This is an optimization exercise on Yosys and OpenROAD, whose aim is small area and a short achievable clock period, not a production implementation.
Where RTL was checked, it was by simulation tests only, not by an equivalence proof against the original.
The RTL of runs 5 to 7 was laid out without a check of its function.
No activity file was given, so power comes from the tool's default toggle rates.

<file path="flow/config.mk">
export PLATFORM = sky130hd
export DESIGN_NAME = wedge_fitter
export DESIGN_NICKNAME = wedge_fitter
export VERILOG_FILES = /design/flow/design.v
export SDC_FILE = /design/flow/constraint.sdc
export NUM_CORES = 4
export LEC_CHECK = 0
export CAP_MARGIN = 5
export CORE_MARGIN = 2
export CORE_UTILIZATION = 76
export CTS_BUF_LIST = sky130_fd_sc_hd__clkbuf_16
export CTS_CLUSTER_DIAMETER = 60
export CTS_CLUSTER_SIZE = 30
export SETUP_SLACK_MARGIN = 4.05
export SLEW_MARGIN = 5
</file>
<file path="flow/constraint.sdc">
create_clock -name core_clock -period 6.5 [get_ports {clock}]
set_input_delay 1.3000 -clock core_clock [delete_from_list [all_inputs] [get_ports {clock}]]
set_output_delay 1.3000 -clock core_clock [all_outputs]
set_load 0.01 [all_outputs]
</file>
<file path="flow/design.v">
`timescale 1ns/1ps
module wedge_fitter (
	input logic clock,
	input logic reset,
	input logic clear_status,
	input logic [22:0] data_in,  
	input logic ds,
	output logic hold,
	input logic out_re,
	output logic [22:0] data_out,  
	output logic out_valid,
	output logic out_empty,
	input logic nocut,
	input logic [12:0] chi2cut_value,
	output logic [4:0] wedge_status  
);
	logic [22:0] H;
	logic [22:0] S [15];
	logic [4:0] i_cnt, i_cnt_next;
	logic i_empty, i_one, i_full;
	logic push_i, pop_i;
	logic [22:0] s_head;
	assign push_i = ds && !i_full;
	always_ff @(posedge clock)
	begin
		if (push_i)
		begin
			S[0] <= data_in;
			for (int k = 1; k < 15; k++)
				S[k] <= S[k-1];
		end
	end
	always_comb
	begin
		s_head = '0;
		for (int k = 0; k < 15; k++)
			s_head = s_head | (S[k] & {23{i_cnt == 5'(k + 2)}});
	end
	always_ff @(posedge clock)
	begin
		if (pop_i)
			H <= (i_empty || i_one) ? data_in : s_head;
		else if (i_empty)
			H <= data_in;
	end
	always_comb
	begin
		i_cnt_next = i_cnt;
		if (push_i && !pop_i)
			i_cnt_next = i_cnt + 5'd1;
		else if (pop_i && !push_i)
			i_cnt_next = i_cnt - 5'd1;
	end
	always_ff @(posedge clock)
	begin
		if (reset)
		begin
			i_cnt <= '0;
			i_empty <= 1'b1;
			i_one <= 1'b0;
			i_full <= 1'b0;
			hold <= 1'b0;
		end
		else
		begin
			i_cnt <= i_cnt_next;
			i_empty <= (i_cnt_next == 5'd0);
			i_one <= (i_cnt_next == 5'd1);
			i_full <= (i_cnt_next == 5'd16);
			hold <= (i_cnt_next >= 5'd12);
		end
	end
	localparam logic [1:0] C_IDLE = 2'd0, C_ROAD = 2'd1, C_WAIT = 2'd2;
	logic [1:0] c_state, c_state_next;
	logic w_ee, w_ep;
	logic t_empty, t_full;
	logic f_idle;
	logic dv;  
	logic drained;
	logic start_road, cand_valid, handoff, invalid_road;
	assign w_ee = H[22];
	assign w_ep = H[21];
	assign drained = t_empty && f_idle && !dv;
	always_comb
	begin
		c_state_next = c_state;
		pop_i = 1'b0;
		start_road = 1'b0;
		cand_valid = 1'b0;
		handoff = 1'b0;
		invalid_road = 1'b0;
		case (c_state)
			C_IDLE:
			begin
				if (!i_empty && w_ee)
					c_state_next = C_WAIT;
				else if (!i_empty && !t_full)
				begin
					pop_i = 1'b1;
					if (w_ep)
						invalid_road = 1'b1;
					else
					begin
						start_road = 1'b1;
						c_state_next = C_ROAD;
					end
				end
			end
			C_ROAD:
			begin
				if (!i_empty && w_ee)
				begin
					invalid_road = 1'b1;
					c_state_next = C_WAIT;
				end
				else if (!i_empty && !t_full)
				begin
					pop_i = 1'b1;
					cand_valid = 1'b1;
					if (w_ep)
						c_state_next = C_IDLE;
				end
			end
			C_WAIT:
			begin
				if (!i_empty && drained)
				begin
					handoff = 1'b1;
					pop_i = 1'b1;
					c_state_next = C_IDLE;
				end
			end
			default: c_state_next = C_IDLE;
		endcase
	end
	always_ff @(posedge clock)
	begin
		if (reset)
			c_state <= C_IDLE;
		else
			c_state <= c_state_next;
	end
	logic [20:0] cur_road;
	logic cur_par;
	logic [12:0] best_chisq;
	logic [7:0] best_track;
	logic best_par;
	logic have_cand;
	logic take;
	logic par_h;
	logic pass_r;
	logic tpar_r;
	function automatic less13(input [12:0] a, input [12:0] b);
		reg [15:0] lt, gt;
		integer w, i;
		begin
			lt = '0;
			gt = '0;
			for (i = 0; i < 13; i = i + 1)
			begin
				lt[i] = !a[i] && b[i];
				gt[i] = a[i] && !b[i];
			end
			for (w = 1; w < 16; w = w * 2)
				for (i = 0; i + w < 16; i = i + 2 * w)
				begin
					lt[i] = lt[i + w] || (!gt[i + w] && lt[i]);
					gt[i] = gt[i + w] || (!lt[i + w] && gt[i]);
				end
			less13 = lt[0];
		end
	endfunction
	assign par_h = ^H[20:0];
	assign take = !have_cand || less13(H[20:8], best_chisq);
	always_ff @(posedge clock)
	begin
		if (start_road)
		begin
			cur_road <= H[20:0];
			cur_par <= par_h;
		end
		if (cand_valid && take)
		begin
			best_chisq <= H[20:8];
			best_track <= H[7:0];
			best_par <= par_h;
		end
		if (cand_valid && w_ep)
		begin
			pass_r <= nocut || (take ? !less13(chi2cut_value, H[20:8]) : !less13(chi2cut_value, best_chisq));
			tpar_r <= !(cur_par ^ (take ? par_h : best_par));
		end
	end
	always_ff @(posedge clock)
	begin
		if (reset)
		begin
			have_cand <= 1'b0;
			dv <= 1'b0;
		end
		else
		begin
			dv <= cand_valid && w_ep;
			if (start_road)
				have_cand <= 1'b0;
			else if (cand_valid)
				have_cand <= 1'b1;
		end
	end
	logic [20:0] T_road [8];
	logic [20:0] T_fit [8];
	logic [3:0] t_cnt, t_cnt_next;
	logic t_push, t_pop;
	assign t_push = dv && pass_r;
	always_ff @(posedge clock)
	begin
		if (t_push)
		begin
			T_road[0] <= cur_road;
			T_fit[0] <= {best_chisq, best_track};
			for (int k = 1; k < 8; k++)
			begin
				T_road[k] <= T_road[k-1];
				T_fit[k] <= T_fit[k-1];
			end
		end
	end
	always_comb
	begin
		t_cnt_next = t_cnt;
		if (t_push && !t_pop)
			t_cnt_next = t_cnt + 4'd1;
		else if (t_pop && !t_push)
			t_cnt_next = t_cnt - 4'd1;
	end
	always_ff @(posedge clock)
	begin
		if (reset)
		begin
			t_cnt <= '0;
			t_empty <= 1'b1;
			t_full <= 1'b0;
		end
		else
		begin
			t_cnt <= t_cnt_next;
			t_empty <= (t_cnt_next == 4'd0);
			t_full <= (t_cnt_next == 4'd8);
		end
	end
	logic acc;
	logic [21:0] ee_hold;  
	always_ff @(posedge clock)
	begin
		if (reset || handoff)
			acc <= 1'b0;
		else if (t_push)
			acc <= acc ^ tpar_r;
	end
	always_ff @(posedge clock)
	begin
		if (handoff)
			ee_hold <= {H[21:9], acc, H[7:0]};
	end
	localparam logic [1:0] F_IDLE = 2'd0, F_TRK = 2'd1, F_EE = 2'd2;
	logic [1:0] f_state, f_state_next;
	logic o_full, o_empty;
	logic o_push, o_pop;
	logic [22:0] out_word;
	assign f_idle = (f_state == F_IDLE);
	always_comb
	begin
		f_state_next = f_state;
		o_push = 1'b0;
		t_pop = 1'b0;
		case (f_state)
			F_IDLE:
			begin
				if (!t_empty)
				begin
					if (!o_full)
					begin
						o_push = 1'b1;
						f_state_next = F_TRK;
					end
				end
				else if (handoff)
					f_state_next = F_EE;
			end
			F_TRK:
			begin
				if (!o_full)
				begin
					o_push = 1'b1;
					t_pop = 1'b1;
					f_state_next = F_IDLE;
				end
			end
			F_EE:
			begin
				if (!o_full)
				begin
					o_push = 1'b1;
					f_state_next = F_IDLE;
				end
			end
			default: f_state_next = F_IDLE;
		endcase
	end
	always_ff @(posedge clock)
	begin
		if (reset)
			f_state <= F_IDLE;
		else
			f_state <= f_state_next;
	end
	logic [7:0] sel_road, sel_fit;
	logic sel_ee;
	logic [20:0] t_head;
	always_ff @(posedge clock)
	begin
		for (int k = 0; k < 8; k++)
		begin
			sel_road[k] <= !reset && f_state_next == F_IDLE && t_cnt_next == 4'(k + 1);
			sel_fit[k] <= !reset && f_state_next == F_TRK && t_cnt_next == 4'(k + 1);
		end
		sel_ee <= !reset && f_state_next == F_EE;
	end
	always_comb
	begin
		t_head = '0;
		for (int k = 0; k < 8; k++)
			t_head = t_head | (T_road[k] & {21{sel_road[k]}}) | (T_fit[k] & {21{sel_fit[k]}});
		out_word = {sel_ee, sel_ee ? ee_hold[21] : (f_state == F_TRK), t_head | (ee_hold[20:0] & {21{sel_ee}})};
	end
	logic [22:0] O [16];
	logic [4:0] o_cnt, o_cnt_next;
	logic [22:0] o_head;
	assign o_pop = out_re && !o_empty;
	always_ff @(posedge clock)
	begin
		if (o_push)
		begin
			O[0] <= out_word;
			for (int k = 1; k < 16; k++)
				O[k] <= O[k-1];
		end
	end
	always_comb
	begin
		o_cnt_next = o_cnt;
		if (o_push && !o_pop)
			o_cnt_next = o_cnt + 5'd1;
		else if (o_pop && !o_push)
			o_cnt_next = o_cnt - 5'd1;
	end
	always_ff @(posedge clock)
	begin
		if (reset)
		begin
			o_cnt <= '0;
			o_empty <= 1'b1;
			o_full <= 1'b0;
			out_valid <= 1'b0;
		end
		else
		begin
			o_cnt <= o_cnt_next;
			o_empty <= (o_cnt_next == 5'd0);
			o_full <= (o_cnt_next == 5'd16);
			out_valid <= o_pop;
		end
	end
	always_comb
	begin
		o_head = '0;
		for (int k = 0; k < 16; k++)
			o_head = o_head | (O[k] & {23{o_cnt == 5'(k + 1)}});
	end
	always_ff @(posedge clock)
	begin
		data_out <= o_head;
	end
	assign out_empty = o_empty;
	logic in_ovf_seen, invalid_seen;
	always_ff @(posedge clock)
	begin
		if (clear_status || reset)
		begin
			in_ovf_seen <= 1'b0;
			invalid_seen <= 1'b0;
		end
		else
		begin
			in_ovf_seen <= in_ovf_seen | (ds && i_full);
			invalid_seen <= invalid_seen | invalid_road;
		end
	end
	assign wedge_status = {in_ovf_seen, 1'b0, invalid_seen, i_empty, o_empty};
endmodule
</file>
<file path="flow/run.sh">
#!/bin/bash
# synth_recipe.tcl (not shown) runs the flow's synth.tcl, then flattens the netlist and writes it again
# the make line also repeats each setting of config.mk as NAME=value (left out here)
make -C /OpenROAD-flow-scripts/flow DESIGN_CONFIG=/design/flow/config.mk WORK_HOME=/design/flow/orfs CLKGATE_MAP_FILE= SYNTH_SCRIPT=/design/flow/synth_recipe.tcl finish
</file>
==> results.sh, run 1 <==
export IMPL_p_per_area_nw_per_um2=475
export IMPL_crit_type="reg -> reg"
export IMPL_die_y_um=245
export IMPL_r2r_start="f_state[0]$_SDFF_PP0_"
export IMPL_slew_headroom=0.222
export IMPL_synthCells=2502
export IMPL_postRouteAntennaNets=0
export IMPL_finalHoldViolations=0
export IMPL_synth_top_cells_by_count="edfxtp_1 (1140), a22oi_1 (244), nand2_1 (138)"
export IMPL_grt_pass1_wl_um=157000
export IMPL_yosys_area_top_type_share=0.776
export IMPL_start_util=0.766
export IMPL_die_area_um2=60000
export IMPL_finalCriticalPeriod_ps=2520
export IMPL_critical_path_buf_inv_count=4
export IMPL_r2r_worst_path_cells=7
export IMPL_core_area_um2=57600
export IMPL_fill_cells=2471
export IMPL_io_buffers=71
export IMPL_avgViaCountPerCell=7.38
export IMPL_hp_class="reg -> reg"
export IMPL_crit_chain="inv_2, ha_4, nor2b_4, o21ai_4, clkinvlp_4, buf_4, buf_16"
export IMPL_rsz0062_at_grt="yes"
export IMPL_crit_fanout=195
export IMPL_slowest_stage="dfxtp_2"
export IMPL_slowest_delay_ps=380
export IMPL_areaGrowthSynthToFinish_pct=10.4
export IMPL_layout_drive_gt1_share=0.136
export IMPL_worstSkewPairLatency_ps=690
export IMPL_synthArstFlopShare=0
export IMPL_drv_cap=0
export IMPL_dp_slack_ps=2380
export IMPL_tns_ps=0
export IMPL_cts_sinks=1212
export IMPL_max_freq_ghz=0.397
export IMPL_pin_count=73
export IMPL_clockRootBuffer="clkbuf_16"
export IMPL_setup_ws_ps=3980
export IMPL_path_depth=7
export IMPL_synth_area_um2=44100
export IMPL_die_x_um=245
export IMPL_clk_path_buf_depth=3
export IMPL_h_tree_depth=2
export IMPL_start_kind="flop"
export IMPL_r2r_slack_ps=3980
export IMPL_cp_startpoint="f_state[0]$_SDFF_PP0_"
export IMPL_grt_max_degree=223
export IMPL_post_synth_cell_area_avg_um2=17.6
export IMPL_yosysMostFrequentCell="edfxtp_1"
export IMPL_routed_wl_um=109000
export IMPL_diodes=0
export IMPL_final_core_util=0.846
export IMPL_timing_rr_end="O[11][4]$_DFFE_PP_"
export IMPL_yosys_cell_types_count=67
export IMPL_post_route_cell_area_um2=48700
export IMPL_drt_initial_drc_count=4407
export IMPL_dp_hpwl_um=58300
export IMPL_num_rows=88
export IMPL_synthFlopType="edfxtp_1"
export IMPL_yosys_warnings=5
export IMPL_synth_edff_count=1140
export IMPL_first_pass_iters=9
export IMPL_setup_viol=0
export IMPL_ys_ff_latch=1212
export IMPL_whs_path_depth=0
export IMPL_crit_required_ps=6720
export IMPL_drc_errors=0
export IMPL_cp_end_kind="flop"
export IMPL_synth_seq_area_share=0.809
export IMPL_grt_ovfl_total=0
export IMPL_finalWeightedCongestion=0.888
export IMPL_drv_slew=0
export IMPL_grt_usage=0.361
export IMPL_timing_hold_ws_ps=427
export IMPL_ir_worst_vdd_mv=0.667
export IMPL_yosysTopAreaCell="edfxtp_1"
export IMPL_vias=25300
export IMPL_worstMarginPinSlew_ps=1170
export IMPL_cts_tree="built"
export IMPL_synth_area_leaders="edfxtp_1 (78%), a22oi_1 (4.2%), dfxtp_1 (3.3%), a222oi_1 (1.7%), mux2i_1 (1.3%)"
export IMPL_fin_skew_ps=33.6
export IMPL_placed_area_um2=45900
export IMPL_antenna_found_initial=0
export IMPL_wl_per_cell_um=31.8
export IMPL_crit_arrival_ps=2740
export IMPL_leakage_nw=15.8
export IMPL_first_global_vias=24800
export IMPL_status="timing/DRC/antenna clean"
export IMPL_crit_path_end="O[11][4]$_DFFE_PP_"
export IMPL_synthesis_nets=2561
export IMPL_nets=2672
export IMPL_clk_pin_slew_ps=110
export IMPL_timing_final_crit_share=0.388
export IMPL_critical_path_top_delay_family="buffers and inverters"
export IMPL_numCtsBuffers=54
-- sequential cells by signal, summed over array words and instances, names as in the netlist, 8 cells and up --
name and cells:
O 368, S 345, T_fit 168, T_road 168
H 23, data_out 23, ee_hold 22, cur_road 21
best_chisq 13, best_track 8, sel_fit 8, sel_road 8
-- per-layer routing --
| metal | global-route usage | vias up | share of wire |
|---|---|---|---|
| met5 | 0 | - | 0 |
| met3 | 0.0635 | 392 | 0.13 |
| met2 | 0.576 | 2088 | 0.48 |
| met4 | 0.178 | 0 | 0.056 |
| met1 | 0.494 | 12400 | 0.34 |
| li1 | - | 10400 | - |
-- cell families (layout without fill, tap and decap cells) --
family	Yosys count	in the layout	synth area share
DFF	1212	1212	0.809
xor gates and xnor gates	34	34	0.00675
adders and majority gates	42	42	0.0107
and+or+nand+nor	422	432	0.0456
AOI/OAI and AO/OA	570	570	0.0996
muxes	61	61	0.0140
other	1	1	0.0000850
buffers and inverters	160	306	0.0147
-- report_power, final --
| group | total (mW) | internal (mW) | switching (mW) |
|---|---|---|---|
| Sequential | 13.5 | 12.1 | 1.50 |
| Combinational | 5.23 | 1.71 | 3.52 |
| Clock | 4.37 | 1.87 | 2.50 |
-- cells in the final DEF, fill, tap and decap left out, types with 16 or more instances in the layout --
cell type	n
nand3_1	33
and3_1	18
o21ai_1	25
mux2i_1	57
a221oi_1	55
buf_6	27
nor2_1	89
nand4_1	46
xnor2_1	27
clkbuf_16	59
a222oi_1	75
inv_1	39
dfxtp_1	40
a22oi_1	244
buf_4	66
a22o_1	35
dfxtp_2	23
edfxtp_1	1140
buf_2	16
a21oi_1	16
nand2_1	132
clkdlybuf4s50_1	29
o21ai_0	48
-- worst min path at each step --
stage | to | from
3_3_place_gp | T_road[0][10]$_DFFE_PP_ | cur_road[10]$_DFFE_PP_
5_1_grt | T_road[0][9]$_DFFE_PP_ | cur_road[9]$_DFFE_PP_
2_1_floorplan | T_fit[0][0]$_DFFE_PP_ | best_track[0]$_DFFE_PP_
3_5_place_dp | T_road[0][6]$_DFFE_PP_ | cur_road[6]$_DFFE_PP_
6_report | T_road[0][7]$_DFFE_PP_ | cur_road[7]$_DFFE_PP_
4_1_cts | T_road[0][15]$_DFFE_PP_ | cur_road[15]$_DFFE_PP_
-- per-stage QoR --
stage / total power, mW / cells
after global placement: 17.9 / 3271
final: 23.2 / 3423
after detailed placement: 18.2 / 3271
after CTS: 22.8 / 3407
after global routing: 23.9 / 3423
after floorplan: 15.9 / 2502
-- area by class of cell --
class | instances | area, um^2 | share of cell area
Timing Repair inverter | 3 | 21.3 | 0.000437
Inverter | 41 | 185 | 0.00380
Tap cell | 765 | 957 | 0.0196
Sequential cell | 1212 | 35700 | 0.733
Clock inverter | 43 | 458 | 0.00940
Multi-Input combinational cell | 1140 | 8330 | 0.171
Timing Repair Buffer | 161 | 1590 | 0.0325
Clock buffer | 58 | 1450 | 0.0298
-- what timing repair did --
item	4_1_cts	5_1_grt
hold buffers	0	0
gates resized for setup	256	55
pin swaps	22	15
buffers inserted	23	12
endpoints found under the setup margin	781	387
endpoints found under the hold margin	0	0
gates cloned	12	4
==> run 2, diff against run 1 <==
--- a/flow/config.mk
+++ b/flow/config.mk
@@ -9,3 +9,3 @@
 export CORE_MARGIN = 2
-export CORE_UTILIZATION = 76
+export CORE_UTILIZATION = 70
 export CTS_BUF_LIST = sky130_fd_sc_hd__clkbuf_16
@@ -15 +15,2 @@
 export SLEW_MARGIN = 5
+export TNS_END_PERCENT = 20
==> results.sh, run 2 <==
export IMPL_finalCriticalPeriod_ps=2530
export IMPL_synth_area_um2=44100
export IMPL_dr_wl_met3_um=12700
export IMPL_setup_viol=0
export IMPL_wl_met1_um=39200
export IMPL_critical_path_top_delay_family="flip-flops"
export IMPL_crit_arrival_ps=1230
export IMPL_crit_type="reg -> out"
export IMPL_timing_final_crit_share=0.389
export IMPL_routed_top_layer="met5"
export IMPL_seqPwrFrac=0.576
export IMPL_slowest_stage="dfxtp_1"
export IMPL_first_pass_iters=8
export IMPL_synthArstFlopShare=0
export IMPL_yosys_area_top_type_share=0.776
export IMPL_avgViaCountPerCell=6.99
export IMPL_tns_ps=0
export IMPL_whs_path_depth=0
export IMPL_rsz0062_at_grt="yes"
export IMPL_synth_top_cells_by_count="edfxtp_1 (1140), a22oi_1 (244), nand2_1 (138)"
export IMPL_cp_startpoint="data_out[7]$_DFF_P_"
export IMPL_status="timing/DRC/antenna clean"
export IMPL_layout_drive_gt1_share=0.130
export IMPL_worstMarginPinSlew_ps=1040
export IMPL_yosys_cell_types_count=67
export IMPL_drv_cap=0
export IMPL_synthFlopType="edfxtp_1"
export IMPL_drt_initial_drc_count=3711
export IMPL_hp_class="reg -> reg"
export IMPL_core_area_um2=62700
export IMPL_vias=24500
export IMPL_crit_chain="dlygate4sd2_1"
export IMPL_antenna_found_initial=4
export IMPL_max_freq_ghz=0.396
export IMPL_power_share_clock=0.198
export IMPL_clockRootBuffer="clkbuf_16"
export IMPL_yosysMostFrequentCell="edfxtp_1"
export IMPL_die_x_um=255
export IMPL_hold_start="cur_road[2]$_DFFE_PP_"
export IMPL_pwr_share_comb=0.226
export IMPL_synth_seq_area_share=0.809
export IMPL_yosysTopAreaCell="edfxtp_1"
export IMPL_start_kind="flop"
export IMPL_areaGrowthSynthToFinish_pct=11.0
export IMPL_drc_errors=0
export IMPL_wl_per_cell_um=29.9
export IMPL_diodes=0
export IMPL_slew_headroom=0.303
export IMPL_crit_fanout=1
export IMPL_hold_end="T_road[0][2]$_DFFE_PP_"
export IMPL_final_cell_mix="edfxtp_1 (1140), a22oi_1 (243), nand2_1 (135), nor2_1 (89), a222oi_1 (75)"
export IMPL_dp_hpwl_um=59900
export IMPL_r2r_start="f_state[1]$_SDFF_PP0_"
export IMPL_clk_pin_slew_ps=100
export IMPL_fin_skew_ps=34.8
export IMPL_num_rows=92
export IMPL_final_common_cell="edfxtp_1"
export IMPL_ys_ff_latch=1212
export IMPL_die_area_um2=65100
export IMPL_r2r_worst_path_cells=8
export IMPL_switching_share=0.322
export IMPL_timing_hold_ws_ps=422
export IMPL_grt_max_degree=170
export IMPL_start_util=0.703
export IMPL_first_global_vias=24200
export IMPL_critical_path_buf_inv_count=1
export IMPL_power_switching_mw=7.53
export IMPL_synthCells=2502
export IMPL_drv_slew=0
export IMPL_dp_slack_ps=2500
export IMPL_die_y_um=255
export IMPL_worstSkewPairLatency_ps=670
export IMPL_largest_reg_flops=368
export IMPL_yosys_warnings=5
export IMPL_routed_wl_um=105000
export IMPL_ctsHoldBuffers=0
export IMPL_finalHoldViolations=0
export IMPL_slowest_delay_ps=310
export IMPL_intPower_mw=15.8
export IMPL_reg_largest_list="O (368), S (345)"
export IMPL_nets=2673
export IMPL_finalWeightedCongestion=0.871
export IMPL_h_tree_depth=2
export IMPL_postRouteAntennaNets=0
export IMPL_ir_worst_vdd_mv=0.612
export IMPL_cts_tree="built"
export IMPL_synth_edff_count=1140
export IMPL_grt_ovfl_total=0
export IMPL_clk_path_buf_depth=3
export IMPL_post_synth_cell_area_avg_um2=17.6
export IMPL_cp_end_kind="output pin"
export IMPL_io_buffers=71
export IMPL_setup_ws_ps=3970
export IMPL_numCtsBuffers=58
export IMPL_fill_cells=3436
export IMPL_grt_pass1_wl_um=153000
export IMPL_grt_usage=0.326
export IMPL_cts_sinks=1212
export IMPL_pin_count=73
export IMPL_leakage_nw=15.9
export IMPL_p_per_area_nw_per_um2=477
export IMPL_largest_register="O"
export IMPL_timing_rr_end="O[2][15]$_DFFE_PP_"
export IMPL_synthesis_nets=2561
export IMPL_wl_met2_um=49000
export IMPL_crit_required_ps=5200
export IMPL_r2r_slack_ps=4030
export IMPL_synth_area_leaders="edfxtp_1 (78%), a22oi_1 (4.2%), dfxtp_1 (3.3%), a222oi_1 (1.7%), mux2i_1 (1.3%)"
==> run 2: cell counts after synthesis <==
No cell type changed its count.
==> run 2: how the worst max path moves through the flow <==
stage	to	slack, ps	depth (start not counted)
final	data_out[7]	3970	1
after global placement	i_full$_SDFF_PP0_	2560	7
after CTS	pass_r$_DFFE_PP_	3880	9
after global routing	pass_r$_DFFE_PP_	3940	7
after floorplan	o_full$_SDFF_PP0_	-690	9
after detailed placement	i_full$_SDFF_PP0_	2500	7
==> run 2: cell type report <==
| class | instances | area (um^2) | share of cell area |
|---|---|---|---|
| Sequential cell | 1212 | 35700 | 0.730 |
| Multi-Input combinational cell | 1138 | 8290 | 0.169 |
| Timing Repair Buffer | 161 | 1540 | 0.0315 |
| Clock buffer | 61 | 1530 | 0.0312 |
| Tap cell | 846 | 1060 | 0.0216 |
| Clock inverter | 46 | 613 | 0.0125 |
| Inverter | 41 | 195 | 0.00399 |
| Timing Repair inverter | 2 | 13.8 | 0.000281 |
==> run 2: worst reg2reg max path, stage by stage, from the launching register on <==
cell,delay [ps]
dfxtp_2,370
inv_2,60
ha_4,170
nor2b_4,140
o21ai_4,370
clkinvlp_4,300
buf_4,200
buf_4,170
bufbuf_16,380
==> run 2: routing by layer <==
metal,GRT usage,vias up
li1,-,10400
met1,0.463,12300
met2,0.502,1591
met3,0.0723,228
met4,0.133,4
met5,0,-
==> run 2: power by group through the flow <==
stage	Sequential, mW	Combinational (mW)	Clock, mW
final	13.5	5.27	4.62
after global routing	13.7	5.63	4.92
after CTS	13.5	5.12	4.66
after detailed placement	13.7	4.62	0
after global placement	13.6	4.50	0
after floorplan	13.0	2.89	0
==> run 2: what timing repair did <==
item | in CTS | in global routing
pin swaps | 20 | 12
buffers inserted | 30 | 7
gates resized for setup | 150 | 109
endpoints found under the setup margin | 611 | 133
gates cloned | 10 | 1
==> run 2: kinds of logic (layout without fill, tap and decap cells) <==
kind of cell | after synthesis | count (layout) | synth area share
AO/OA/AOI/OAI | 570 | 570 | 0.0996
buffers and inverters | 160 | 311 | 0.0147
XOR/XNOR | 34 | 34 | 0.00675
adder cells (fa/ha/maj) | 42 | 42 | 0.0107
flip-flops | 1212 | 1212 | 0.809
other | 1 | 1 | 0.0000850
AND/OR/NAND/NOR | 422 | 430 | 0.0456
multiplexers | 61 | 61 | 0.0140
==> run 2: metrics by stage <==
| step | cell area, um^2 | std cells | power [mW] | utilization |
|---|---|---|---|---|
| detailed placement | 46100 | 3352 | 18.3 | 0.734 |
| floorplan | 44200 | 2502 | 15.9 | - |
| CTS | 48800 | 3499 | 23.2 | 0.778 |
| finish | 49000 | 3507 | 23.4 | 0.780 |
| global placement | 46100 | 3352 | 18.1 | 0.734 |
| global route | 49000 | 3507 | 24.2 | 0.780 |
==> run 3, diff against run 2 <==
--- a/flow/config.mk
+++ b/flow/config.mk
@@ -15,2 +15 @@
 export SLEW_MARGIN = 5
-export TNS_END_PERCENT = 20
==> results.sh, run 3 <==
export IMPL_avgViaCountPerCell=7.05
export IMPL_hp_class="reg -> reg"
export IMPL_clk_pin_slew_ps=110
export IMPL_drv_slew=0
export IMPL_nets=2673
export IMPL_die_x_um=255
export IMPL_postRouteAntennaNets=0
export IMPL_crit_fanout=4
export IMPL_final_cell_mix="edfxtp_1 (1140), a22oi_1 (243), nand2_1 (131), nor2_1 (89), a222oi_1 (75)"
export IMPL_p_per_area_nw_per_um2=475
export IMPL_areaGrowthSynthToFinish_pct=11.0
export IMPL_synth_seq_area_share=0.809
export IMPL_final_common_cell="edfxtp_1"
export IMPL_grt_ovfl_total=0
export IMPL_yosys_area_top_type_share=0.776
export IMPL_setup_viol=0
export IMPL_largest_reg_flops=368
export IMPL_power_mw=23.3
export IMPL_crit_arrival_ps=1190
export IMPL_start_util=0.703
export IMPL_vias=24700
export IMPL_critical_path_buf_inv_count=1
export IMPL_use_met1=0.462
export IMPL_fill_cells=3389
export IMPL_finalWeightedCongestion=0.850
export IMPL_core_area_um2=62700
export IMPL_grt_usage=0.324
export IMPL_routed_wl_um=106000
export IMPL_post_synth_cell_area_avg_um2=17.6
export IMPL_grtUsageMet3=0.0673
export IMPL_top_usage_layer="met2"
export IMPL_yosysMostFrequentCell="edfxtp_1"
export IMPL_synth_area_leaders="edfxtp_1 (78%), a22oi_1 (4.2%), dfxtp_1 (3.3%), a222oi_1 (1.7%), mux2i_1 (1.3%)"
export IMPL_cp_end_kind="output pin"
export IMPL_synth_area_um2=44100
export IMPL_pin_count=73
export IMPL_die_y_um=255
export IMPL_clk_path_buf_depth=3
export IMPL_yosys_warnings=5
export IMPL_drc_errors=0
export IMPL_num_rows=92
export IMPL_cts_sinks=1212
export IMPL_status="timing/DRC/antenna clean"
export IMPL_timing_final_crit_share=0.383
export IMPL_ir_worst_vdd_mv=0.439
export IMPL_cts_tree="built"
export IMPL_numCtsBuffers=60
export IMPL_finalCriticalPeriod_ps=2490
export IMPL_drt_initial_drc_count=3819
export IMPL_grt_met2_usage=0.502
export IMPL_leakage_nw=15.8
export IMPL_reg_largest_list="O (368), S (345)"
export IMPL_grt_pass1_wl_um=153000
export IMPL_slowest_delay_ps=390
export IMPL_start_kind="flop"
export IMPL_dp_hpwl_um=59300
export IMPL_first_global_vias=23700
export IMPL_ys_ff_latch=1212
export IMPL_worstSkewPairLatency_ps=670
export IMPL_max_freq_ghz=0.402
export IMPL_wl_per_cell_um=30.3
export IMPL_yosysTopAreaCell="edfxtp_1"
export IMPL_crit_chain="buf_6"
export IMPL_slowest_stage="dfxtp_4"
export IMPL_largest_register="O"
export IMPL_worstMarginPinSlew_ps=1030
export IMPL_first_pass_iters=6
export IMPL_synthesis_nets=2561
export IMPL_synth_top_cells_by_count="edfxtp_1 (1140), a22oi_1 (244), nand2_1 (138)"
export IMPL_finalHoldViolations=0
export IMPL_r2r_slack_ps=4070
export IMPL_fin_skew_ps=36.1
export IMPL_h_tree_depth=2
export IMPL_synthCells=2502
export IMPL_clockRootBuffer="clkbuf_16"
export IMPL_grt_max_degree=225
export IMPL_antenna_found_initial=1
export IMPL_io_buffers=71
export IMPL_critical_path_top_delay_family="flip-flops"
export IMPL_yosys_cell_types_count=67
export IMPL_synthFlopType="edfxtp_1"
export IMPL_synth_edff_count=1140
export IMPL_layout_drive_gt1_share=0.140
export IMPL_rsz0062_at_grt="yes"
export IMPL_slew_headroom=0.310
export IMPL_die_area_um2=65100
export IMPL_timing_hold_ws_ps=424
export IMPL_ctsHoldBuffers=0
export IMPL_crit_type="reg -> out"
export IMPL_crit_required_ps=5200
export IMPL_drv_cap=0
export IMPL_synthArstFlopShare=0
## run 3: timing repair
| action | in CTS | in global routing |
|---|---|---|
| cloned | 12 | 4 |
| setup endpoints to repair | 658 | 114 |
| gates resized for setup | 269 | 47 |
| pin swaps | 18 | 14 |
| buffers inserted | 28 | 11 |
## run 3: layout make-up
class | count | area (um^2) | area share
diodes | 1 | 2.50 | 0.0000511
multi-input cells | 1142 | 8400 | 0.172
repair buffers | 156 | 1500 | 0.0306
clock buffers | 61 | 1530 | 0.0312
clock inverters | 46 | 576 | 0.0117
well taps | 846 | 1060 | 0.0216
flip-flops and latches | 1212 | 35700 | 0.729
inverters | 41 | 185 | 0.00378
repair inverters | 1 | 8.76 | 0.000179
## run 3: cells by family after synthesis
logic type,share of synthesized area
flops,0.809
compound gates,0.0996
simple gates,0.0456
buf+inv,0.0147
mux,0.0140
fa+ha+maj,0.0107
xor+xnor,0.00675
other cells,0.0000850
## run 3: path summary, 6_finish.rpt
path	start	endpoint	cells after the start
setup reg to reg	o_cnt[0]$_SDFF_PP0_	data_out[19]$_DFF_P_	9
hold / removal	cur_road[7]$_DFFE_PP_	T_road[0][7]$_DFFE_PP_	0
hold reg to reg	cur_road[7]$_DFFE_PP_	T_road[0][7]$_DFFE_PP_	0
setup / recovery	o_empty$_SDFF_PP1_	wedge_status[0]	1
## run 3: metal layers
| layer | up-vias | wire, um |
|---|---|---|
| met5 | - | 11 |
| met1 | 12500 | 40100 |
| met4 | 2 | 4400 |
| li1 | 10400 | - |
| met3 | 262 | 11900 |
| met2 | 1551 | 50000 |
## run 3: where the power goes
part           switching (mW)  total (mW)  internal, mW
Sequential               1.44        13.5          12.0
Clock                    2.66        4.57          1.91
Combinational            3.49        5.23          1.73
Total                    7.59        23.3          15.7
## run 3: per-stage QoR
step                      setup slack (ps)  utilization  std cells  instance area, um^2  TNS [ps]
after floorplan                       -681            -       2502                44300   -123460
after global placement                2720        0.733       3343                46000         0
after detailed placement              2600        0.733       3343                46000         0
after CTS                             3980        0.776       3490                48700         0
after global routing                  3970        0.781       3505                49000         0
final                                 4010        0.781       3506                49000         0
==> run 4, diff against run 3 <==
--- a/flow/config.mk
+++ b/flow/config.mk
@@ -10,3 +10,3 @@
 export CORE_UTILIZATION = 70
-export CTS_BUF_LIST = sky130_fd_sc_hd__clkbuf_16
+export CTS_BUF_LIST = sky130_fd_sc_hd__clkbuf_8 sky130_fd_sc_hd__clkbuf_16
 export CTS_CLUSTER_DIAMETER = 60
==> results.sh, run 4 <==
export IMPL_status="timing/DRC/antenna clean"
export IMPL_timing_final_crit_share=0.383
export IMPL_antenna_found_initial=1
export IMPL_avgViaCountPerCell=7.05
export IMPL_largest_register="O"
export IMPL_finalWeightedCongestion=0.850
export IMPL_core_area_um2=62700
export IMPL_drv_cap=0
export IMPL_first_pass_iters=6
export IMPL_numCtsBuffers=60
export IMPL_hp_class="reg -> reg"
export IMPL_crit_fanout=4
export IMPL_vias=24700
export IMPL_die_x_um=255
export IMPL_dp_cells=3343
export IMPL_post_synth_cell_area_avg_um2=17.6
export IMPL_start_util=0.703
export IMPL_synthesis_nets=2561
export IMPL_yosys_cell_types_count=67
export IMPL_final_cell_mix="edfxtp_1 (1140), a22oi_1 (243), nand2_1 (131), nor2_1 (89), a222oi_1 (75)"
export IMPL_die_y_um=255
export IMPL_cts_tree="built"
export IMPL_fill_cells=3389
export IMPL_areaGrowthSynthToFinish_pct=11.0
export IMPL_crit_arrival_ps=1190
export IMPL_wl_per_cell_um=30.3
export IMPL_crit_chain="buf_6"
export IMPL_routed_wl_um=106000
export IMPL_final_core_util=0.781
export IMPL_synth_top_cells_by_count="edfxtp_1 (1140), a22oi_1 (244), nand2_1 (138)"
export IMPL_slew_headroom=0.310
export IMPL_pin_count=73
export IMPL_first_global_vias=23700
export IMPL_clockRootBuffer="clkbuf_16"
export IMPL_yosys_area_top_type_share=0.776
export IMPL_final_cells=3506
export IMPL_synth_edff_count=1140
export IMPL_grt_usage=0.324
export IMPL_io_buffers=71
export IMPL_ys_ff_latch=1212
export IMPL_finalHoldViolations=0
export IMPL_synth_seq_area_share=0.809
export IMPL_final_common_cell="edfxtp_1"
export IMPL_largest_reg_flops=368
export IMPL_drc_errors=0
export IMPL_yosysMostFrequentCell="edfxtp_1"
export IMPL_slowest_delay_ps=390
export IMPL_finalCriticalPeriod_ps=2490
export IMPL_synth_area_um2=44100
export IMPL_reg_largest_list="O (368), S (345)"
export IMPL_dp_slack_ps=2600
export IMPL_setup_ws_ps=4010
export IMPL_grt_ovfl_total=0
export IMPL_grt_max_degree=225
export IMPL_cts_sinks=1212
export IMPL_max_freq_ghz=0.402
export IMPL_die_area_um2=65100
export IMPL_drv_slew=0
export IMPL_worstMarginPinSlew_ps=1030
export IMPL_leakage_nw=15.8
export IMPL_critical_path_top_delay_family="flip-flops"
export IMPL_synthCells=2502
export IMPL_p_per_area_nw_per_um2=475
export IMPL_timing_hold_ws_ps=424
export IMPL_clk_path_buf_depth=3
export IMPL_slowest_stage="dfxtp_4"
export IMPL_yosys_warnings=5
export IMPL_setup_viol=0
export IMPL_crit_type="reg -> out"
export IMPL_grt_pass1_wl_um=153000
export IMPL_layout_drive_gt1_share=0.140
export IMPL_drt_initial_drc_count=3819
export IMPL_nets=2673
export IMPL_clk_pin_slew_ps=110
export IMPL_critical_path_buf_inv_count=1
export IMPL_dp_hpwl_um=59300
export IMPL_h_tree_depth=2
export IMPL_rsz0062_at_grt="yes"
export IMPL_start_kind="flop"
export IMPL_postRouteAntennaNets=0
export IMPL_worstSkewPairLatency_ps=670
export IMPL_yosysTopAreaCell="edfxtp_1"
export IMPL_num_rows=92
export IMPL_crit_required_ps=5200
export IMPL_ir_worst_vdd_mv=0.439
export IMPL_synthArstFlopShare=0
export IMPL_synthFlopType="edfxtp_1"
export IMPL_cp_end_kind="output pin"
export IMPL_power_mw=23.3
export IMPL_fin_skew_ps=36.1
export IMPL_synth_area_leaders="edfxtp_1 (78%), a22oi_1 (4.2%), dfxtp_1 (3.3%), a222oi_1 (1.7%), mux2i_1 (1.3%)"
-- run 4: area by class of cell --
cell class / instances / area (um^2) / share of cell area
tap: 846 / 1060 / 0.0216
clock buffer: 61 / 1530 / 0.0312
antenna: 1 / 2.50 / 0.0000511
inverter: 41 / 185 / 0.00378
sequential: 1212 / 35700 / 0.729
timing repair inverter: 1 / 8.76 / 0.000179
multi-input combinational: 1142 / 8400 / 0.172
clock inverter: 46 / 576 / 0.0117
timing repair buffer: 156 / 1500 / 0.0306
-- run 4: path summary, 6_finish.rpt --
kind	from	endpoint	slack (ps)	depth (start not counted)
worst max-delay path	o_empty$_SDFF_PP1_	wedge_status[0]	4010	1
worst min-delay path	cur_road[7]$_DFFE_PP_	T_road[0][7]$_DFFE_PP_	420	0
worst max register to register	o_cnt[0]$_SDFF_PP0_	data_out[19]$_DFF_P_	4070	9
worst min register to register	cur_road[7]$_DFFE_PP_	T_road[0][7]$_DFFE_PP_	420	0
-- run 4: repair_timing --
action                                  in CTS  in global routing
endpoints found under the setup margin     658                114
cloned                                      12                  4
hold buffers                                 0                  0
hold endpoints to repair                     0                  0
gates resized for setup                    269                 47
setup buffers                               28                 11
pin swaps                                   18                 14
-- run 4: metrics by stage --
| step | setup TNS (ps) | area (um^2) |
|---|---|---|
| global placement | 0 | 46000 |
| CTS | 0 | 48700 |
| global route | 0 | 49000 |
| floorplan | -123460 | 44300 |
| detailed placement | 0 | 46000 |
| finish | 0 | 49000 |
-- run 4: where the power goes --
part	switching (mW)	internal, mW	leakage (nW)
sequential	1.44	12.0	11.4
clock	2.66	1.91	1.01
combinational	3.49	1.73	3.46
-- run 4: metal layers --
layer / track usage / vias to the layer above / wire [um]
met4: 0.130 / 2 / 4400
li1: - / 10400 / -
met2: 0.502 / 1551 / 50000
met5: 0 / - / 11
met1: 0.462 / 12500 / 40100
met3: 0.0673 / 262 / 11900
-- run 4: cell families (layout without fill, tap and decap cells) --
kind of cell,Yosys count,after routing,synth area share
XOR/XNOR,34,34,0.00675
AND/OR/NAND/NOR,422,434,0.0456
adder cells (fa/ha/maj),42,42,0.0107
multiplexers,61,61,0.0140
other,1,2,0.0000850
buffers and inverters,160,305,0.0147
AO/OA/AOI/OAI,570,570,0.0996
flip-flops,1212,1212,0.809
-- run 4: worst reg2reg max path, cell delays in order (launching register included) --
cell	delay (ps)
dfxtp_2	420
inv_1	100
ha_1	270
nand2_8	220
nor3_4	90
buf_4	180
a22oi_1	230
nand2_1	110
a2111oi_1	530
o211ai_1	170
==> run 5, diff against run 4 <==
--- a/flow/design.v
+++ b/flow/design.v
@@ -40,6 +40,4 @@
 	begin
-		if (pop_i)
-			H <= (i_empty || i_one) ? data_in : s_head;
-		else if (i_empty)
-			H <= data_in;
+		if (pop_i || i_empty)
+			H <= s_head | (data_in & {23{i_empty || i_one}});
 	end
--- a/flow/config.mk
+++ b/flow/config.mk
@@ -10,3 +10,3 @@
 export CORE_UTILIZATION = 70
-export CTS_BUF_LIST = sky130_fd_sc_hd__clkbuf_8 sky130_fd_sc_hd__clkbuf_16
+export CTS_BUF_LIST = sky130_fd_sc_hd__clkbuf_16
 export CTS_CLUSTER_DIAMETER = 60
==> results.sh, run 5 <==
export IMPL_status="timing/DRC/antenna clean"
export IMPL_start_util=0.709
export IMPL_synth_simple_gate_area_share=0.0470
export IMPL_first_pass_iters=7
export IMPL_die_y_um=254
export IMPL_areaGrowthSynthToFinish_pct=10.6
export IMPL_antenna_found_initial=3
export IMPL_grt_ovfl_total=0
export IMPL_ys_ff_latch=1212
export IMPL_synthAdderAreaFrac=0.00933
export IMPL_seqPwrFrac=0.585
export IMPL_avgViaCountPerCell=7.12
export IMPL_synth_area_um2=43800
export IMPL_ctsHoldBuffers=0
export IMPL_cts_tree="built"
export IMPL_power_switching_mw=7.27
export IMPL_synth_area_leaders="edfxtp_1 (78%), a22oi_1 (5.2%), dfxtp_1 (3.3%), a222oi_1 (2.1%), nand4_1 (0.83%)"
export IMPL_power_share_clock=0.198
export IMPL_r2r_slack_ps=4010
export IMPL_synthesis_nets=2482
export IMPL_reg_largest_list="O (368), S (345)"
export IMPL_wl_per_cell_um=29.9
export IMPL_slew_headroom=0.213
export IMPL_max_freq_ghz=0.394
export IMPL_finalHoldViolations=0
export IMPL_synth_top_cells_by_count="edfxtp_1 (1140), a22oi_1 (303), nor2_1 (96)"
export IMPL_clockRootBuffer="clkbuf_16"
export IMPL_die_x_um=254
export IMPL_final_cell_mix="edfxtp_1 (1140), a22oi_1 (303), a222oi_1 (92), nor2_1 (81), nand2_1 (69)"
export IMPL_dp_hpwl_um=58500
export IMPL_crit_path_frequent_cell="maj3_2"
export IMPL_grt_usage=0.317
export IMPL_layout_drive_gt1_share=0.138
export IMPL_critical_path_top_delay_family="adder cells"
export IMPL_whs_path_depth=0
export IMPL_rsz0062_at_grt="yes"
export IMPL_leakage_nw=15.7
export IMPL_crit_arrival_ps=2960
export IMPL_post_route_cell_area_um2=48500
export IMPL_drv_slew=0
export IMPL_timing_final_crit_share=0.391
export IMPL_grt_pass1_wl_um=150000
export IMPL_slowest_delay_ps=300
export IMPL_switching_share=0.323
export IMPL_fin_skew_ps=30.8
export IMPL_start_kind="input pin"
export IMPL_tns_ps=0
export IMPL_yosys_warnings=5
export IMPL_nets=2598
export IMPL_hp_class="reg -> reg"
export IMPL_synthCells=2423
export IMPL_timing_rr_end="H[20]$_DFFE_PP_"
export IMPL_grt_max_degree=207
export IMPL_crit_fanout=3
export IMPL_hold_end="T_fit[0][6]$_DFFE_PP_"
export IMPL_setup_viol=0
export IMPL_critical_path_buf_inv_count=1
export IMPL_yosysMostFrequentCell="edfxtp_1"
export IMPL_intPower_mw=15.2
export IMPL_routed_wl_um=102000
export IMPL_pwr_share_comb=0.217
export IMPL_setup_ws_ps=3960
export IMPL_ir_worst_vdd_mv=0.695
export IMPL_numCtsBuffers=58
export IMPL_largest_register="O"
export IMPL_r2r_start="i_cnt[2]$_SDFF_PP0_"
export IMPL_hold_start="best_track[6]$_DFFE_PP_"
export IMPL_die_area_um2=64600
export IMPL_fill_cells=3390
export IMPL_final_common_cell="edfxtp_1"
export IMPL_synth_compound_area_frac=0.104
export IMPL_placed_area_um2=45900
export IMPL_io_buffers=71
export IMPL_r2r_worst_path_cells=4
export IMPL_yosys_area_top_type_share=0.781
export IMPL_post_synth_cell_area_avg_um2=18.1
export IMPL_crit_required_ps=6930
export IMPL_crit_chain="buf_8, nand2b_4, maj3_2, maj3_2, maj3_2, maj3_2, a31oi_1, o31ai_1"
export IMPL_synth_edff_count=1140
export IMPL_worstMarginPinSlew_ps=1180
export IMPL_pin_count=73
export IMPL_p_per_area_nw_per_um2=464
export IMPL_synth_seq_area_share=0.814
export IMPL_finalCriticalPeriod_ps=2540
export IMPL_yosysTopAreaCell="edfxtp_1"
export IMPL_dp_slack_ps=2520
export IMPL_synth_xor_area_share=0.00679
export IMPL_clk_path_buf_depth=3
export IMPL_cp_end_kind="flop"
export IMPL_synthMuxAreaShare=0.00557
export IMPL_final_core_util=0.784
export IMPL_slowest_stage="maj3_2"
export IMPL_finalWeightedCongestion=0.842
export IMPL_postRouteAntennaNets=0
export IMPL_drv_cap=0
export IMPL_largest_reg_flops=368
export IMPL_first_global_vias=23800
export IMPL_diodes=0
export IMPL_yosys_cell_types_count=69
export IMPL_drc_errors=0
export IMPL_synth_top_family_by_area="compound AO/OA/AOI/OAI gates"
export IMPL_cts_sinks=1212
export IMPL_num_rows=91
export IMPL_drt_initial_drc_count=3659
export IMPL_clk_pin_slew_ps=110
export IMPL_core_area_um2=61800
export IMPL_synthArstFlopShare=0
export IMPL_worstSkewPairLatency_ps=680
export IMPL_vias=24400
export IMPL_h_tree_depth=2
export IMPL_crit_type="in -> reg"
export IMPL_synthFlopType="edfxtp_1"
-- run 5: cell types whose count changed after synthesis, moves of 12 or more --
| cell | change |
|---|---|
| nand2_1 | -59 |
| nand4_1 | +12 |
| o21ai_0 | -25 |
| a221oi_1 | -17 |
| a22oi_1 | +59 |
| a222oi_1 | +17 |
| o21ai_1 | -22 |
| mux2i_1 | -45 |
| nand4b_1 | +16 |
-- run 5: cell type report --
type / count / area [um^2] / share of cell area
tap: 837 / 1050 / 0.0216
timing repair inverter: 2 / 12.5 / 0.000258
multi-input combinational: 1071 / 8060 / 0.166
clock inverter: 46 / 499 / 0.0103
clock buffer: 61 / 1530 / 0.0315
inverter: 37 / 148 / 0.00304
timing repair buffer: 157 / 1480 / 0.0304
sequential: 1212 / 35700 / 0.737
-- run 5: timing repair --
action | 4_1_cts | 5_1_grt
cloned | 10 | 2
setup buffers | 18 | 4
setup endpoints to repair | 868 | 329
pin swaps | 16 | 18
gates resized for setup | 213 | 37
-- run 5: per-layer routing --
| metal | routed length (um) | track usage | up-vias |
|---|---|---|---|
| met1 | 38100 | 0.450 | 12200 |
| met2 | 48900 | 0.506 | 1579 |
| li1 | - | - | 10300 |
| met3 | 11100 | 0.0537 | 253 |
| met4 | 4190 | 0.118 | 6 |
| met5 | 31 | 0 | - |
-- run 5: how the worst max path moves through the flow --
stage | slack [ps] | from | to | cells past startpoint
floorplan | -650 | f_state[0]$_SDFF_PP0_ | o_full$_SDFF_PP0_ | 9
global placement | 2600 | ds | S[13][8]$_DFFE_PP_ | 4
detailed placement | 2520 | ds | S[14][8]$_DFFE_PP_ | 4
CTS | 3940 | chi2cut_value[8] | pass_r$_DFFE_PP_ | 8
global route | 3890 | chi2cut_value[1] | pass_r$_DFFE_PP_ | 8
finish | 3960 | chi2cut_value[8] | pass_r$_DFFE_PP_ | 8
-- run 5: stage by stage --
stage,hold slack [ps],power [mW],std cells
floorplan,400,15.5,2423
global placement,401,17.7,3282
detailed placement,405,17.9,3282
CTS,427,22.4,3417
global route,430,23.3,3423
finish,426,22.5,3423
-- run 5: power groups by stage --
| stage | sequential, mW | clock [mW] | combinational, mW |
|---|---|---|---|
| floorplan | 12.7 | 0 | 2.78 |
| global placement | 13.2 | 0 | 4.45 |
| detailed placement | 13.3 | 0 | 4.58 |
| CTS | 13.2 | 4.49 | 4.74 |
| global route | 13.4 | 4.73 | 5.21 |
| finish | 13.2 | 4.46 | 4.88 |
-- run 5: cells by family after synthesis --
| group | count (synthesis) |
|---|---|
| compound gates | 576 |
| xor+xnor | 34 |
| fa+ha+maj | 36 |
| buf+inv | 148 |
| flops | 1212 |
| mux | 23 |
| other cells | 1 |
| simple gates | 393 |
==> run 6, diff against run 5 <==
--- a/flow/config.mk
+++ b/flow/config.mk
@@ -7,5 +7,5 @@
 export LEC_CHECK = 0
-export CAP_MARGIN = 5
+export CAP_MARGIN = 0
 export CORE_MARGIN = 2
-export CORE_UTILIZATION = 70
+export CORE_UTILIZATION = 65
 export CTS_BUF_LIST = sky130_fd_sc_hd__clkbuf_16
@@ -14,2 +14,2 @@
 export SETUP_SLACK_MARGIN = 4.05
-export SLEW_MARGIN = 5
+export SLEW_MARGIN = 0
==> results.sh, run 6 <==
export IMPL_setup_ws_ps=3870
export IMPL_synth_seq_area_share=0.814
export IMPL_finalCriticalPeriod_ps=2630
export IMPL_die_y_um=264
export IMPL_finalHoldViolations=0
export IMPL_placed_area_um2=45900
export IMPL_synth_edff_count=1140
export IMPL_largest_reg_flops=368
export IMPL_synthesis_nets=2482
export IMPL_die_area_um2=69500
export IMPL_ctsHoldBuffers=0
export IMPL_reg_largest_list="O (368), S (345)"
export IMPL_leakage_nw=15.9
export IMPL_areaGrowthSynthToFinish_pct=11.8
export IMPL_wl_per_cell_um=30.7
export IMPL_crit_arrival_ps=3020
export IMPL_cp_startpoint="chi2cut_value[9]"
export IMPL_clk_path_buf_depth=3
export IMPL_routed_wl_um=107000
export IMPL_clk_pin_slew_ps=90
export IMPL_pin_count=73
export IMPL_postRouteAntennaNets=0
export IMPL_avgViaCountPerCell=7.02
export IMPL_synthArstFlopShare=0
export IMPL_largest_register="O"
export IMPL_yosys_warnings=5
export IMPL_fin_skew_ps=36.6
export IMPL_timing_rr_end="H[22]$_DFFE_PP_"
export IMPL_final_common_cell="edfxtp_1"
export IMPL_status="timing/DRC/antenna clean"
export IMPL_timing_final_crit_share=0.405
export IMPL_synth_top_cells_by_count="edfxtp_1 (1140), a22oi_1 (303), nor2_1 (96)"
export IMPL_r2r_slack_ps=4080
export IMPL_start_util=0.655
export IMPL_ys_ff_latch=1212
export IMPL_worstMarginPinSlew_ps=1040
export IMPL_start_kind="input pin"
export IMPL_final_cell_mix="edfxtp_1 (1140), a22oi_1 (303), a222oi_1 (92), nor2_1 (79), clkbuf_16 (70)"
export IMPL_slowest_delay_ps=320
export IMPL_hp_class="reg -> reg"
export IMPL_finalWeightedCongestion=0.853
export IMPL_crit_fanout=5
export IMPL_drt_initial_drc_count=3583
export IMPL_post_synth_cell_area_avg_um2=18.1
export IMPL_grt_pass1_wl_um=157000
export IMPL_crit_chain="dlygate4sd2_1, maj3_2, maj3_2, maj3_2, maj3_2, a31oi_1, o31ai_1"
export IMPL_slew_headroom=0.305
export IMPL_grt_max_degree=168
export IMPL_crit_path_end="pass_r$_DFFE_PP_"
export IMPL_io_buffers=71
export IMPL_post_route_cell_area_um2=49000
export IMPL_yosys_area_top_type_share=0.781
export IMPL_grt_ovfl_total=0
export IMPL_crit_required_ps=6890
export IMPL_crit_path_frequent_cell="maj3_2"
export IMPL_dp_slack_ps=2620
export IMPL_final_cells=3486
export IMPL_synth_area_um2=43800
export IMPL_cp_end_kind="flop"
export IMPL_power_mw=23.1
export IMPL_yosys_cell_types_count=69
export IMPL_drc_errors=0
export IMPL_cts_tree="built"
export IMPL_dp_cells=3310
export IMPL_yosysTopAreaCell="edfxtp_1"
export IMPL_max_freq_ghz=0.380
export IMPL_numCtsBuffers=67
export IMPL_first_global_vias=24100
export IMPL_num_rows=95
export IMPL_drv_slew=0
export IMPL_nets=2616
export IMPL_dp_hpwl_um=58400
export IMPL_yosysMostFrequentCell="edfxtp_1"
export IMPL_r2r_worst_path_cells=7
export IMPL_vias=24500
export IMPL_layout_drive_gt1_share=0.149
export IMPL_r2r_start="i_cnt[0]$_SDFF_PP0_"
export IMPL_setup_viol=0
export IMPL_drv_cap=0
export IMPL_die_x_um=264
export IMPL_h_tree_depth=3
export IMPL_clockRootBuffer="clkbuf_16"
export IMPL_ir_worst_vdd_mv=0.493
export IMPL_grt_usage=0.308
export IMPL_slowest_stage="maj3_2"
export IMPL_synthCells=2423
export IMPL_rsz0062_at_grt="yes"
export IMPL_synth_area_leaders="edfxtp_1 (78%), a22oi_1 (5.2%), dfxtp_1 (3.3%), a222oi_1 (2.1%), nand4_1 (0.83%)"
export IMPL_antenna_found_initial=6
export IMPL_cts_sinks=1212
export IMPL_crit_type="in -> reg"
export IMPL_p_per_area_nw_per_um2=470
export IMPL_worstSkewPairLatency_ps=660
export IMPL_synthFlopType="edfxtp_1"
export IMPL_timing_hold_ws_ps=424
export IMPL_first_pass_iters=9
export IMPL_core_area_um2=66900
run 6: changes by cell type in the layout (fill, tap and decap cells not counted), sizes merged:
cell,before,now
clkbuf,61,72
diode,0,5
buf,117,120
clkinv,19,22
bufbuf,1,3
clkdlybuf4s50,34,36
clkinvlp,5,7
inv,61,59
nor2,103,105
bufinv,0,1
clkdlybuf4s15,1,0
dlymetal6s2s,2,1
run 6: repair_timing:
item / in CTS / in global routing
resized for setup: 221 / 36
setup buffers: 30 / 6
pin swaps: 18 / 9
endpoints found under the setup margin: 950 / 314
cloned: 15 / 0
run 6: how the worst min path moves through the flow:
stage	startpoint	end	slack [ps]	cells past startpoint
global placement	cur_road[6]$_DFFE_PP_	T_road[0][6]$_DFFE_PP_	400	0
detailed placement	best_track[3]$_DFFE_PP_	T_fit[0][3]$_DFFE_PP_	400	0
finish	best_track[5]$_DFFE_PP_	T_fit[0][5]$_DFFE_PP_	420	0
CTS	best_track[5]$_DFFE_PP_	T_fit[0][5]$_DFFE_PP_	430	0
global route	cur_road[4]$_DFFE_PP_	T_road[0][4]$_DFFE_PP_	430	0
floorplan	best_track[0]$_DFFE_PP_	T_fit[0][0]$_DFFE_PP_	400	0
run 6: routing by layer:
layer | part of all wire | GRT usage | vias up
met4 | 0.043 | 0.124 | 6
met5 | 0.00037 | 0 | -
li1 | - | - | 10300
met3 | 0.095 | 0.0529 | 240
met1 | 0.38 | 0.435 | 12500
met2 | 0.48 | 0.489 | 1380
run 6: cell type report:
type                    instances  area, um^2
multi-input cells            1073        8160
diodes                          5        12.5
fillers                      4066       17900
repair buffers                164        1560
repair inverters                2        12.5
clock inverters                50         556
clock buffers                  70        1750
well taps                     873        1090
flip-flops and latches       1212       35700
inverters                      37         151
run 6: worst max-delay path: cells and delay by family:
kind            cells  cell delay (ps)
fa+ha+maj           4             1210
buf+inv             1              290
compound gates      2              220
run 6: per-stage QoR:
step,setup TNS [ps],utilization
floorplan,-115130,-
global placement,0,0.686
detailed placement,0,0.686
CTS,0,0.730
global route,0,0.732
finish,0,0.732
run 6: kinds of logic (layout without fill, tap and decap cells):
family                   after synthesis  in the layout  synth area share
other                                  1              6         0.0000856
AO/OA/AOI/OAI                        576            576             0.104
XOR/XNOR                              34             34           0.00679
buffers and inverters                148            323            0.0133
multiplexers                          23             23           0.00557
AND/OR/NAND/NOR                      393            403            0.0470
adder cells (fa/ha/maj)               36             36           0.00933
flip-flops                          1212           1212             0.814
run 6: where the power goes:
group	leakage [nW]	switching, mW	internal [mW]
logic	3.35	3.44	1.60
registers	11.4	1.35	11.8
clock network	1.13	2.70	2.16
==> run 7, diff against run 6 <==
--- a/flow/config.mk
+++ b/flow/config.mk
@@ -7,2 +7,3 @@
 export LEC_CHECK = 0
+export ABC_CLOCK_PERIOD_IN_PS = 1500
 export CAP_MARGIN = 0
==> results.sh, run 7 <==
export IMPL_synthCells=2423
export IMPL_critical_path_top_delay_family="adder cells"
export IMPL_post_route_cell_area_um2=49000
export IMPL_crit_chain="dlygate4sd2_1, maj3_2, maj3_2, maj3_2, maj3_2, a31oi_1, o31ai_1"
export IMPL_max_freq_ghz=0.380
export IMPL_post_synth_cell_area_avg_um2=18.1
export IMPL_io_buffers=71
export IMPL_die_area_um2=69500
export IMPL_ys_ff_latch=1212
export IMPL_yosysTopAreaCell="edfxtp_1"
export IMPL_yosys_cell_types_count=69
export IMPL_cts_tree="built"
export IMPL_clk_pin_slew_ps=90
export IMPL_finalWeightedCongestion=0.853
export IMPL_core_area_um2=66900
export IMPL_num_rows=95
export IMPL_first_pass_iters=9
export IMPL_final_core_util=0.732
export IMPL_timing_hold_ws_ps=424
export IMPL_largest_register="O"
export IMPL_status="timing/DRC/antenna clean"
export IMPL_synth_area_um2=43800
export IMPL_fin_skew_ps=36.6
export IMPL_final_common_cell="edfxtp_1"
export IMPL_finalCriticalPeriod_ps=2630
export IMPL_areaGrowthSynthToFinish_pct=11.8
export IMPL_layout_drive_gt1_share=0.149
export IMPL_cp_end_kind="flop"
export IMPL_p_per_area_nw_per_um2=470
export IMPL_avgViaCountPerCell=7.02
export IMPL_leakage_nw=15.9
export IMPL_tns_ps=0
export IMPL_cts_sinks=1212
export IMPL_routed_wl_um=107000
export IMPL_grt_max_degree=168
export IMPL_pin_count=73
export IMPL_finalHoldViolations=0
export IMPL_start_util=0.655
export IMPL_placed_area_um2=45900
export IMPL_crit_path_frequent_cell="maj3_2"
export IMPL_clockRootBuffer="clkbuf_16"
export IMPL_synth_area_leaders="edfxtp_1 (78%), a22oi_1 (5.2%), dfxtp_1 (3.3%), a222oi_1 (2.1%), nand4_1 (0.83%)"
export IMPL_h_tree_depth=3
export IMPL_dp_hpwl_um=58400
export IMPL_final_cells=3486
export IMPL_die_x_um=264
export IMPL_slowest_stage="maj3_2"
export IMPL_die_y_um=264
export IMPL_drv_slew=0
export IMPL_synthesis_nets=2482
export IMPL_drt_initial_drc_count=3583
export IMPL_wl_per_cell_um=30.7
export IMPL_synth_top_cells_by_count="edfxtp_1 (1140), a22oi_1 (303), nor2_1 (96)"
export IMPL_synth_seq_area_share=0.814
export IMPL_worstMarginPinSlew_ps=1040
export IMPL_reg_largest_list="O (368), S (345)"
export IMPL_final_cell_mix="edfxtp_1 (1140), a22oi_1 (303), a222oi_1 (92), nor2_1 (79), clkbuf_16 (70)"
export IMPL_crit_fanout=5
export IMPL_hp_class="reg -> reg"
export IMPL_vias=24500
export IMPL_start_kind="input pin"
export IMPL_grt_usage=0.308
export IMPL_synthArstFlopShare=0
export IMPL_synthFlopType="edfxtp_1"
export IMPL_slew_headroom=0.305
export IMPL_clk_path_buf_depth=3
export IMPL_numCtsBuffers=67
export IMPL_nets=2616
export IMPL_setup_viol=0
export IMPL_ir_worst_vdd_mv=0.493
export IMPL_crit_arrival_ps=3020
export IMPL_yosys_warnings=5
export IMPL_worstSkewPairLatency_ps=660
export IMPL_crit_required_ps=6890
export IMPL_synth_edff_count=1140
export IMPL_antenna_found_initial=6
export IMPL_dp_cells=3310
export IMPL_grt_ovfl_total=0
export IMPL_crit_type="in -> reg"
export IMPL_rsz0062_at_grt="yes"
export IMPL_yosysMostFrequentCell="edfxtp_1"
export IMPL_largest_reg_flops=368
export IMPL_yosys_area_top_type_share=0.781
export IMPL_grt_pass1_wl_um=157000
export IMPL_postRouteAntennaNets=0
export IMPL_timing_final_crit_share=0.405
export IMPL_fill_cells=4066
export IMPL_drc_errors=0
export IMPL_slowest_delay_ps=320
export IMPL_drv_cap=0
export IMPL_first_global_vias=24100
export IMPL_critical_path_buf_inv_count=1
-- run 7: cell counts after synthesis --
Identical to the previous run, type by type.
-- run 7: kinds of logic (layout without fill, tap and decap cells) --
family / Yosys count / count (layout) / share of synthesized area
compound gates: 576 / 576 / 0.104
xor+xnor: 34 / 34 / 0.00679
fa+ha+maj: 36 / 36 / 0.00933
buf+inv: 148 / 323 / 0.0133
flops: 1212 / 1212 / 0.814
mux: 23 / 23 / 0.00557
other cells: 1 / 6 / 0.0000856
simple gates: 393 / 403 / 0.0470
-- run 7: power breakdown --
part	leakage, nW	internal (mW)	total (mW)	switching (mW)
clock	1.13	2.16	4.86	2.70
combinational	3.35	1.60	5.04	3.44
sequential	11.4	11.8	13.2	1.35
-- run 7: timing repair --
item                                    4_1_cts  5_1_grt
pin swaps                                    18        9
gates cloned                                 15        0
setup buffers                                30        6
resized for setup                           221       36
endpoints found under the setup margin      950      314
hold buffers                                  0        0
-- run 7: layer usage --
layer | track usage | up-vias | part of all wire
met1 | 0.435 | 12500 | 0.38
met5 | 0 | - | 0.00037
met3 | 0.0529 | 240 | 0.095
met4 | 0.124 | 6 | 0.043
met2 | 0.489 | 1380 | 0.48
li1 | - | 10300 | -
-- run 7: path summary, 6_finish.rpt --
path,startpoint,to,slack (ps),cells after the start
worst max-delay path,chi2cut_value[9],pass_r$_DFFE_PP_,3870,7
worst min-delay path,best_track[5]$_DFFE_PP_,T_fit[0][5]$_DFFE_PP_,420,0
worst max register to register,i_cnt[0]$_SDFF_PP0_,H[22]$_DFFE_PP_,4080,7
worst min register to register,best_track[5]$_DFFE_PP_,T_fit[0][5]$_DFFE_PP_,420,0
-- run 7: through the flow --
| step | power, mW | setup WS, ps |
|---|---|---|
| after global placement | 17.7 | 2640 |
| after global routing | 23.9 | 3840 |
| final | 23.1 | 3870 |
| after floorplan | 15.5 | -654 |
| after detailed placement | 17.9 | 2620 |
| after CTS | 23.0 | 3800 |
-- run 7: area by class of cell --
class	count	area, um^2	area share
clock inverters	50	556	0.0113
clock buffers	70	1750	0.0357
well taps	873	1090	0.0223
diodes	5	12.5	0.000255
multi-input cells	1073	8160	0.167
repair inverters	2	12.5	0.000255
repair buffers	164	1560	0.0317
inverters	37	151	0.00309
flip-flops and latches	1212	35700	0.729

-- re-timing with driven ports --
No port has a modelled driver above. Below, the same layouts with a new extraction and two added sets of constraints. Step 1 (the two cells are an assumption about what drives the block):
set clk [get_ports {clock}]
set_driving_cell -lib_cell sky130_fd_sc_hd__clkbuf_16 $clk
set_driving_cell -lib_cell sky130_fd_sc_hd__buf_2 [delete_from_list [all_inputs] $clk]
Step 2, shift: input delay + t, output delay - t, t = (earliest + latest rising clock arrival at the registers) / 2. This alone moves slack from input paths to output paths. a / b / c = no drivers / after step 1 / after step 2; a / b = the first two.
| run | shift t [ns] | setup slack, ns | worst register clock-pin slew, ns |
|---|---|---|---|
| run 1 | 0.729 | 3.980 / 3.966 / 3.347 | 0.12 / 0.12 |
| run 2 | 0.720 | 3.972 / 3.904 / 3.316 | 0.11 / 0.11 |
| run 3 | 0.724 | 4.012 / 3.943 / 3.389 | 0.11 / 0.11 |
| run 4 | 0.724 | 4.012 / 3.943 / 3.389 | 0.11 / 0.11 |
| run 5 | 0.726 | 3.962 / 3.963 / 3.242 | 0.12 / 0.12 |
| run 6 | 0.710 | 3.870 / 3.885 / 3.175 | 0.11 / 0.11 |
| run 7 | 0.710 | 3.870 / 3.885 / 3.175 | 0.11 / 0.11 |
After both steps setup and hold are still met in every run listed. The setup slack of run 5, which loses most, moves by +0.001 ns with the drivers and by -0.720 ns with both steps.
